Source: an optimization exercise on an open RTL-to-GDS flow (aim: small area, a short achievable clock period and few clock cycles per item). Production flows keep margins and buffers that such runs may drop.
RTL that was checked went through simulation tests only; none was proved equivalent to the original.

==> run Z: inputs <==
// barometer_pressure_compensation_unit
module barometer_pressure_compensation_unit (
    input  wire logic        clk,
    input  wire logic        rst_n,
    input  wire logic        s_tvalid,
    output logic             s_tready,
    input  wire logic [23:0] s_tdata,
    output logic             m_tvalid,
    input  wire logic        m_tready,
    output logic [23:0]      m_tdata,
    output logic [0:0]       m_tuser,
    input  wire logic        cfg_we,
    input  wire logic [bpc_pkg::CFG_ADDR_BITS-1:0] cfg_addr,
    input  wire logic [bpc_pkg::COEF_BITS-1:0]     cfg_wdata
);
clock: 7.5 ns
lec_check: 0
abc_area: 1
cap_margin: 20
core_margin: 2
core_utilization: 40
setup_slack_margin: 2.5
slew_margin: 20
run.sh (not shown) runs the stock make flow with config.mk's settings and CLKGATE_MAP_FILE= SYNTH_SCRIPT=/design/flow/synth_recipe.tcl, a recipe that flattens the netlist after the stock synthesis.
==> inputs of run E, as changes to run Z <==
--- a/flow/design.v
+++ b/flow/design.v
@@ -43,19 +43,20 @@
     logic [3:0]  vld;
     logic        en;
     logic [9:0]  p1_reg, t1_reg;
     logic [3:0]  tk_next, tk2_reg;
     logic [11:0] temp_next;
     logic [25:0] x_next, x2_reg;
     logic [27:0] y_next, y2_reg;
     logic [9:0]  p2_reg, t2_reg;
-    logic [44-1:0] ra3_reg, rb3_reg;
+    logic        c3_reg;
+    logic [38-1:0] ra3_reg, rb3_reg;
     logic [11:0] temp3_reg;
-    logic [44-1:0] s_full;
+    logic [38-1:0] s_full;
     logic [25:0] v;
     logic        clip_lo4_reg, clip_hi4_reg;
     logic [12:0] hl;
     logic [11:0] h4_reg;
     logic [2:0]  g4_reg;
     logic        c4_reg;
     logic [11:0] temp4_reg;
     logic [12:0] q2;
@@ -1221,18 +1222,25 @@
     wire [43:0] tc_rb = {tc_s78, tc_s76, tc_s74, tc_s72, tc_s70, tc_s68, tc_s66, tc_s64, tc_s62, tc_s60, tc_s58, tc_s56, tc_s54, tc_s52, tc_s50, tc_s48, tc_s46, tc_s44, tc_s42, tc_s40, tc_s38, tc_s36, tc_s34, tc_s32, tc_s30, tc_s28, tc_s26, tc_s24, tc_s22, tc_s20, tc_s18, tc_s16, tc_s14, tc_s12, tc_s10, tc_s8, tc_s6, 1'b0, tc_s2, tc_s1, tc_s0, tb_rb[2], tb_rb[1], tb_rb[0]};
     assign x_next = ta_ra + ta_rb;
     assign y_next = ty_ra + ty_rb;
     assign tk_next = 4'(t1_reg >= 10'd17)  + 4'(t1_reg >= 10'd124) + 4'(t1_reg >= 10'd231)
                    + 4'(t1_reg >= 10'd338) + 4'(t1_reg >= 10'd445) + 4'(t1_reg >= 10'd552)
                    + 4'(t1_reg >= 10'd659) + 4'(t1_reg >= 10'd766) + 4'(t1_reg >= 10'd873)
                    + 4'(t1_reg >= 10'd980);
     assign temp_next = bpc_pkg::T_BASE + 12'(tk2_reg) - 12'(t2_reg) - 12'({t2_reg, 1'b0});
-    assign s_full = ra3_reg + rb3_reg;
-    assign v      = s_full[44-1:18];
+    logic [6:0] lo_sum;
+    assign lo_sum = {1'b0, tc_ra[5:0]} + {1'b0, tc_rb[5:0]};
+    always_ff @(posedge clk)
+    begin
+        if (en)
+            c3_reg <= lo_sum[6];
+    end
+    assign s_full = ra3_reg + rb3_reg + 38'(c3_reg);
+    assign v      = s_full[38-1:12];
     assign hl     = 13'(v[21:10]) + 13'(v[9:0]);
     always_comb
     begin
         q2 = {h4_reg, 1'b1} + {9'd0, g4_reg, c4_reg};
         if (clip_lo4_reg)
             pres = 12'd0;
         else if (clip_hi4_reg)
             pres = 12'd4095;
@@ -1245,18 +1253,18 @@
         begin
             p1_reg       <= s_tdata[9:0];
             t1_reg       <= s_tdata[19:10];
             x2_reg       <= x_next;
             y2_reg       <= y_next;
             p2_reg       <= p1_reg;
             t2_reg       <= t1_reg;
             tk2_reg      <= tk_next;
-            ra3_reg      <= tc_ra[43:0];
-            rb3_reg      <= tc_rb[43:0];
+            ra3_reg      <= tc_ra[43:6];
+            rb3_reg      <= tc_rb[43:6];
             temp3_reg    <= temp_next;
             clip_lo4_reg <= v[25];
             clip_hi4_reg <= !v[25] && ((|v[24:22]) || (&v[21:12]));
             h4_reg       <= v[21:10];
             g4_reg       <= hl[12:10];
             c4_reg       <= (&hl[9:3]) && (4'(hl[2:0]) + 4'(hl[12:10]) >= 4'd7);
             temp4_reg    <= temp3_reg;
         end
==> comparison table <==
| metric | run E | run Z |
|---|---|---|
| Starting density of the core | 40.5% | 40.5% |
| Number of distinct library cells after synthesis | 50 | 56 |
| Mean Syn Cell Area | 8.79 um2 | 8.98 um2 |
| Post-synthesis net count | 4296 | 4216 |
| Number of DRC markers in iteration 0 | 1605 | 1658 |
| Critical path endpoint | rb3_reg[24] | x2_reg[20] |
| Synth top area share | 28.9% | 29.5% |
| Outcome | timing/DRC/antenna clean | timing/DRC/antenna clean |
| Area growth from synthesis to layout | 13.8% | 17.5% |
| Max-Slew Margin vs Limit | 38.8% | 42.2% |
| Post_cts resized | 45 | 131 |
| Final setup skew | 33.7 ps | 34.4 ps |
No functional check of the RTL was part of any run of this note.

==> branch tundra: inputs <==
barometer_pressure_compensation_unit, a different RTL version from the one above (not shown whole).
clock: 7.5 ns
lec_check: 0
abc_area: 1
cap_margin: 20
core_margin: 2
core_utilization: 40
setup_slack_margin: 2.5
slew_margin: 20
standard.sh (not shown) runs the stock make flow with config.mk's settings and CLKGATE_MAP_FILE= SYNTH_SCRIPT=/design/flow/synth_recipe.tcl, a recipe that flattens the netlist after the stock synthesis.
==> flow/flow/run.sh <==
#!/bin/bash
# The standard layout, with one step added between synthesis and floorplan:
# polarity.py removes inverters around the full-adder cells of the synthesized
# netlist (a full adder complements both outputs when its three inputs are
# complemented, so each fa cell can take its inputs in whichever polarity needs
# fewer inverters). Registers, cells other than inverters and every other step
# are the standard flow's, except that the ports are buffered with buf_2 cells
# (BUFFER_PORTS_ARGS) rather than the slow delay-buffer cell the resizer picks.
set -euo pipefail
res=orfs/results/${FLOW_PLATFORM}/barometer_pressure_compensation_unit/base
bash standard.sh synth > standard_synth.log 2>&1
cp "$res/1_2_yosys.v" synth_netlist.v
python3 flow/polarity.py synth_netlist.v "$res/1_2_yosys.v" > polarity.log 2>&1
touch "$res/1_2_yosys.v"
bash standard.sh "BUFFER_PORTS_ARGS=-buffer_cell sky130_fd_sc_hd__buf_2" finish > standard_finish.log 2>&1
==> flow/flow/polarity.py <==
#!/usr/bin/env python3
"""Removes inverters around full-adder cells of a flat sky130 gate netlist.

A full adder is self-dual: complementing its three inputs complements both
outputs.  Each fa cell may therefore be "flipped" (inputs and outputs taken
in complemented form) without changing what the netlist computes.  The script
collapses the netlist's inverters, picks a flip for every fa cell by local
search so that as few signals as possible are needed in both polarities, and
writes the netlist back with one inverter per signal that still needs its
complement.  Flip-flops, ports and every other cell are left as they are.

usage: polarity.py IN.v OUT.v
"""
import re
import sys
import random

OUT_PINS = {"X", "Y", "Q", "Q_N", "SUM", "COUT", "HI", "LO", "GCLK"}
INV_RE = re.compile(r"^sky130_fd_sc_hd__(inv|clkinv)_\d+$")
FA_RE = re.compile(r"^sky130_fd_sc_hd__fa_\d+$")


def esc(net):
    """an escaped identifier ends at white space"""
    return net + " " if net.startswith("\\") else net


def parse(text):
    m = re.search(r"^\s*module\s+(\w+)\s*\((.*?)\);", text, re.S | re.M)
    ports = [p.strip() for p in m.group(2).split(",")]
    cell_re = re.compile(r"^  (sky130_fd_sc_hd__\w+)\s+(\S+)\s*\((.*?)\n  \);\n", re.S | re.M)
    cells = []
    spans = []
    for cm in cell_re.finditer(text):
        pins = {}
        for pm in re.finditer(r"\.(\w+)\(([^()]*)\)", cm.group(3)):
            pins[pm.group(1)] = pm.group(2).strip()
        cells.append([cm.group(1), cm.group(2), pins])
        spans.append((cm.start(), cm.end()))
    return ports, cells, spans


def main():
    src, dst = sys.argv[1], sys.argv[2]
    text = open(src).read()
    ports, cells, spans = parse(text)
    assert "assign" not in text, "netlist has assign statements"

    def is_port(net):
        base = net.lstrip("\\").split("[")[0].strip()
        return base in ports

    driver = {}            # net -> (cell index, pin)
    loads = {}             # net -> list of (cell index, pin)
    for i, (typ, name, pins) in enumerate(cells):
        for p, n in pins.items():
            if p in OUT_PINS:
                assert n not in driver, f"two drivers on {n}"
                driver[n] = (i, p)
            else:
                loads.setdefault(n, []).append((i, p))

    # inverters that may be collapsed: input driven by a cell, output feeding only cells
    inv = set()
    for i, (typ, name, pins) in enumerate(cells):
        if INV_RE.match(typ):
            a, y = pins["A"], pins["Y"]
            if a in driver and not is_port(a) and not is_port(y) and y in loads:
                inv.add(i)

    def root(net):
        pol = 0
        while net in driver and driver[net][0] in inv:
            net = cells[driver[net][0]][2]["A"]
            pol ^= 1
        return net, pol

    fa = [i for i, c in enumerate(cells) if FA_RE.match(c[0])]
    faidx = {i: k for k, i in enumerate(fa)}
    # requirements: for each root net, list of (fa index or -1, polarity)
    req = {}
    for i, (typ, name, pins) in enumerate(cells):
        if i in inv:
            continue
        for p, n in pins.items():
            if p in OUT_PINS:
                continue
            r, pol = root(n)
            req.setdefault(r, []).append((faidx.get(i, -1), pol, i, p))
    src_fa = {}
    for r in req:
        if r in driver and driver[r][0] in faidx:
            src_fa[r] = faidx[driver[r][0]]
    touch = [[] for _ in fa]
    for r, lst in req.items():
        ks = {k for k, _, _, _ in lst if k >= 0}
        if r in src_fa:
            ks.add(src_fa[r])
        for k in ks:
            touch[k].append(r)

    x = [0] * len(fa)

    def cost(r):
        sp = x[src_fa[r]] if r in src_fa else 0
        for k, pol, _, _ in req[r]:
            if (pol ^ (x[k] if k >= 0 else 0)) != sp:
                return 1
        return 0

    def total():
        return sum(cost(r) for r in req)

    start = total()
    best = list(x)
    best_cost = start
    rng = random.Random(1)
    for trial in range(8):
        if trial:
            x = [v if rng.random() < 0.8 else 1 - v for v in best]
        improved = True
        while improved:
            improved = False
            for k in range(len(fa)):
                rs = set(touch[k])
                before = sum(cost(r) for r in rs)
                x[k] ^= 1
                after = sum(cost(r) for r in rs)
                if after < before:
                    improved = True
                else:
                    x[k] ^= 1
        c = total()
        if c < best_cost:
            best, best_cost = list(x), c
    x = best

    # rewrite: drop collapsed inverters, add one inverter per root that needs it
    newpins = {}
    added = []
    decl = []
    for r, lst in req.items():
        sp = x[src_fa[r]] if r in src_fa else 0
        comp = None
        for k, pol, i, p in lst:
            need = pol ^ (x[k] if k >= 0 else 0)
            if need == sp:
                net = r
            else:
                if comp is None:
                    comp = f"polnet_{len(added)}"
                    added.append((r, comp))
                    decl.append(f"  wire {comp};\n")
                net = comp
            newpins.setdefault(i, {})[p] = net
    out = []
    last = 0
    for i, (s, e) in enumerate(spans):
        out.append(text[last:s])
        last = e
        if i in inv:
            continue
        typ, name, pins = cells[i]
        pins = dict(pins)
        pins.update(newpins.get(i, {}))
        body = ",\n".join(f"    .{p}({esc(n)})" for p, n in pins.items())
        out.append(f"  {typ} {name} (\n{body}\n  );\n")
    tail = text[last:]
    body = "".join(out)
    ins = "".join(f"  sky130_fd_sc_hd__inv_1 polinv_{j} (\n    .A({esc(r)}),\n    .Y({c})\n  );\n"
                  for j, (r, c) in enumerate(added))
    tail = tail.replace("endmodule", ins + "endmodule", 1)
    # declare the new nets after the module's port list declarations
    k = body.find("  wire ")
    body = body[:k] + "".join(decl) + body[k:]
    open(dst, "w").write(body + tail)
    print(f"fa cells {len(fa)}, flipped {sum(x)}; inverters collapsed {len(inv)}, "
          f"signals needing a complement {start} -> {best_cost}, inverters written {len(added)}")


main()
==> inputs of branch pepper, as changes to branch tundra <==
--- a/flow/design.v
+++ b/flow/design.v
@@ -55,16 +55,14 @@
     logic [28-1:0] s_full;
     logic [25:0] v;
     logic        clip_lo4_reg, clip_hi4_reg;
     logic [12:0] hl;
     logic [11:0] h4_reg;
     logic [2:0]  g4_reg;
-    logic        r4_ones_reg;
-    logic [2:0]  r4_low_reg;
+    logic        c4_reg;
     logic [11:0] temp4_reg;
-    logic        c;
     logic [12:0] q2;
     logic [11:0] pres;
     assign en       = !vld[3] || m_tready;
     assign s_tready = en;
     assign m_tvalid = vld[3];
     assign m_tdata  = {temp4_reg, pres};
@@ -1253,14 +1251,13 @@
     assign lo_sum = {1'b0, tc_ra[16-1:0]} + {1'b0, tc_rb[16-1:0]};
     assign s_full = ra3_reg + rb3_reg + 28'(c3_reg);
     assign v      = s_full[28-1:2];
     assign hl     = 13'(v[21:10]) + 13'(v[9:0]);
     always_comb
     begin
-        c  = r4_ones_reg && (4'(r4_low_reg) + 4'(g4_reg) >= 4'd7);
-        q2 = {h4_reg, 1'b1} + {9'd0, g4_reg, c};
+        q2 = {h4_reg, 1'b1} + {9'd0, g4_reg, c4_reg};
         if (clip_lo4_reg)
             pres = 12'd0;
         else if (clip_hi4_reg)
             pres = 12'd4095;
         else
             pres = q2[12:1];
@@ -1281,13 +1278,12 @@
             rb3_reg      <= tc_rb[43:16];
             temp3_reg    <= temp_next;
             clip_lo4_reg <= v[25];
             clip_hi4_reg <= !v[25] && ((|v[24:22]) || (&v[21:12]));
             h4_reg       <= v[21:10];
             g4_reg       <= hl[12:10];
-            r4_ones_reg  <= &hl[9:3];
-            r4_low_reg   <= hl[2:0];
+            c4_reg       <= (&hl[9:3]) && (4'(hl[2:0]) + 4'(hl[12:10]) >= 4'd7);
             temp4_reg    <= temp3_reg;
         end
     end
 endmodule
 `default_nettype wire
--- a/flow/flow/run.sh
+++ b/flow/flow/run.sh
@@ -1,12 +1,13 @@
 #!/bin/bash
 # The standard layout, with one step added between synthesis and floorplan:
 # polarity.py removes inverters around the full-adder cells of the synthesized
 # netlist (a full adder complements both outputs when its three inputs are
 # complemented, so each fa cell can take its inputs in whichever polarity needs
-# fewer inverters). Registers, cells other than inverters and every other step
+# fewer inverters), and gives each fa cell's latest-arriving input its carry
+# input pin, the fastest of the three (the cell is symmetric in them). Registers, cells other than inverters and every other step
 # are the standard flow's, except that the ports are buffered with buf_2 cells
 # (BUFFER_PORTS_ARGS) rather than the slow delay-buffer cell the resizer picks.
 set -euo pipefail
 res=orfs/results/${FLOW_PLATFORM}/barometer_pressure_compensation_unit/base
 bash standard.sh synth > standard_synth.log 2>&1
 cp "$res/1_2_yosys.v" synth_netlist.v
--- a/flow/flow/polarity.py
+++ b/flow/flow/polarity.py
@@ -35,12 +35,82 @@
         pins = {}
         for pm in re.finditer(r"\.(\w+)\(([^()]*)\)", cm.group(3)):
             pins[pm.group(1)] = pm.group(2).strip()
         cells.append([cm.group(1), cm.group(2), pins])
         spans.append((cm.start(), cm.end()))
     return ports, cells, spans
+
+
+# rough delays (ns) for ordering the inputs of each full adder: its carry input
+# is its fastest, so the latest-arriving signal goes there
+FA_SUM = {"A": 0.53, "B": 0.50, "CIN": 0.48}
+FA_COUT = {"A": 0.42, "B": 0.39, "CIN": 0.36}
+
+
+def permute_fa_inputs(final, is_port):
+    drv = {}
+    for key, (typ, name, pins) in final.items():
+        for p, n in pins.items():
+            if p in OUT_PINS:
+                drv[n] = key
+    seq = lambda t: ("dfrtp" in t or "dfxtp" in t or "edfxtp" in t or "dfstp" in t
+                     or "conb" in t or "dlx" in t)
+    arr = {}
+    state = {}
+
+    def arrival(net):
+        if net in arr:
+            return arr[net]
+        stack = [net]
+        while stack:
+            n = stack[-1]
+            if n in arr:
+                stack.pop()
+                continue
+            key = drv.get(n)
+            if key is None:
+                arr[n] = 1.7 if is_port(n) else 0.0
+                stack.pop()
+                continue
+            typ, name, pins = final[key]
+            if seq(typ):
+                arr[n] = 0.45
+                stack.pop()
+                continue
+            ins = [m for p, m in pins.items() if p not in OUT_PINS]
+            todo = [m for m in ins if m not in arr]
+            if todo:
+                if state.get(n) == "visiting":
+                    raise RuntimeError("combinational loop at " + n)
+                state[n] = "visiting"
+                stack.extend(todo)
+                continue
+            if FA_RE.match(typ):
+                order = sorted((pins["A"], pins["B"], pins["CIN"]), key=lambda m: arr[m])
+                a = dict(zip(("A", "B", "CIN"), order))
+                pins.update(a)
+                tsum = max(arr[a[p]] + FA_SUM[p] for p in a)
+                tco = max(arr[a[p]] + FA_COUT[p] for p in a)
+                arr[pins["SUM"]] = tsum
+                arr[pins["COUT"]] = tco
+            else:
+                d = 0.06 if INV_RE.match(typ) else (0.3 if "__ha_" in typ else 0.2)
+                t = max(arr[m] for m in ins) + d if ins else 0.0
+                for p, m in pins.items():
+                    if p in OUT_PINS:
+                        arr[m] = t
+            stack.pop()
+        return arr[net]
+
+    before = {k: (v[2]["A"], v[2]["B"], v[2]["CIN"]) for k, v in final.items() if FA_RE.match(v[0])}
+    for key, (typ, name, pins) in final.items():
+        for p, n in pins.items():
+            if p in OUT_PINS:
+                arrival(n)
+    return sum(1 for k, v in before.items()
+               if (final[k][2]["A"], final[k][2]["B"], final[k][2]["CIN"]) != v)
 
 
 def main():
     src, dst = sys.argv[1], sys.argv[2]
     text = open(src).read()
     ports, cells, spans = parse(text)
@@ -150,32 +220,42 @@
                 if comp is None:
                     comp = f"polnet_{len(added)}"
                     added.append((r, comp))
                     decl.append(f"  wire {comp};\n")
                 net = comp
             newpins.setdefault(i, {})[p] = net
+    # final connections of every kept cell, and the added inverters
+    final = {}
+    for i, (typ, name, pins) in enumerate(cells):
+        if i in inv:
+            continue
+        p2 = dict(pins)
+        p2.update(newpins.get(i, {}))
+        final[i] = [typ, name, p2]
+    for j, (r, c) in enumerate(added):
+        final[("pol", j)] = ["sky130_fd_sc_hd__inv_1", f"polinv_{j}", {"A": r, "Y": c}]
+    permuted = permute_fa_inputs(final, is_port)
     out = []
     last = 0
     for i, (s, e) in enumerate(spans):
         out.append(text[last:s])
         last = e
         if i in inv:
             continue
-        typ, name, pins = cells[i]
-        pins = dict(pins)
-        pins.update(newpins.get(i, {}))
+        typ, name, pins = final[i]
         body = ",\n".join(f"    .{p}({esc(n)})" for p, n in pins.items())
         out.append(f"  {typ} {name} (\n{body}\n  );\n")
     tail = text[last:]
     body = "".join(out)
     ins = "".join(f"  sky130_fd_sc_hd__inv_1 polinv_{j} (\n    .A({esc(r)}),\n    .Y({c})\n  );\n"
                   for j, (r, c) in enumerate(added))
     tail = tail.replace("endmodule", ins + "endmodule", 1)
     # declare the new nets after the module's port list declarations
     k = body.find("  wire ")
     body = body[:k] + "".join(decl) + body[k:]
     open(dst, "w").write(body + tail)
     print(f"fa cells {len(fa)}, flipped {sum(x)}; inverters collapsed {len(inv)}, "
-          f"signals needing a complement {start} -> {best_cost}, inverters written {len(added)}")
+          f"signals needing a complement {start} -> {best_cost}, inverters written {len(added)}; "
+          f"fa cells with inputs reordered {permuted}")
 
 
 main()
Settings changed: SETUP_SLACK_MARGIN 2.5 to 2.8.
==> flow_metrics.tcl <==
set metrics [dict create \
    run_status "timing/DRC/antenna clean" \
    viasPerCell 5.251 \
    rows 99 \
    nClkBuffers 47 \
    clk_latency_ps 560 \
    arrival_ps 5290 \
    synth_area_um2 29180 \
    regToRegEndpoint "y2_reg[25]" \
    bufAreaShareNonClock_pct 5.795 \
    startpoint "t1_reg[0]" \
    final_area_um2 33830 \
    period_needed_ps 4913 \
    post-place-ws_ps 1658 \
    clkSinkCount 298 \
    seqAreaFraction_pct 26.34 \
]
That was branch tundra.
==> flow_metrics.tcl <==
set metrics [dict create \
    run_status "timing/DRC/antenna clean" \
    final_area_um2 35500 \
    synth_area_um2 29100 \
    clk_latency_ps 550 \
    bufAreaShareNonClock_pct 7.067 \
    period_needed_ps 4872 \
    clkSinkCount 295 \
    seqAreaFraction_pct 24.85 \
    post-place-ws_ps 1888 \
]
That was branch pepper.
Testbench counts of branch pepper, summed over its fixed seeds: cycles 12,032, items 12,000.
For branch tundra, only the layout was checked, not whether the RTL still works.

[separate check: timing with driven ports]
In the flow no input, the clock included, has a driving cell. The finished layouts below were timed again as built, in two steps.
Step 1 assumes that a clkbuf_16 drives the clock port and a buf_2 every other input.
Step 2, shift: input delay + t, output delay - t, t = (earliest + latest rising clock arrival at the registers) / 2. This alone moves slack from input paths to output paths.
Slacks: ideal ports / drivers / drivers and shift; pairs: ideal ports / drivers.
run	shift t [ns]	setup slack, ns	hold WS [ns]	slew at the worst register clock pin (ns)	pins driven straight from the clock port
run Z	0.635	2.526 / 2.526 / 2.526	0.393 / 0.393 / 0.393	0.07 / 0.07	1
run E	0.608	2.658 / 2.658 / 2.658	0.415 / 0.415 / 0.415	0.07 / 0.07	1
branch tundra	0.613	2.587 / 2.537 / 2.587	0.416 / 0.416 / 0.416	0.07 / 0.07	1
branch pepper	0.601	2.628 / 2.628 / 2.628	0.411 / 0.411 / 0.411	0.07 / 0.07	1
After both steps setup and hold are still met in every run listed.
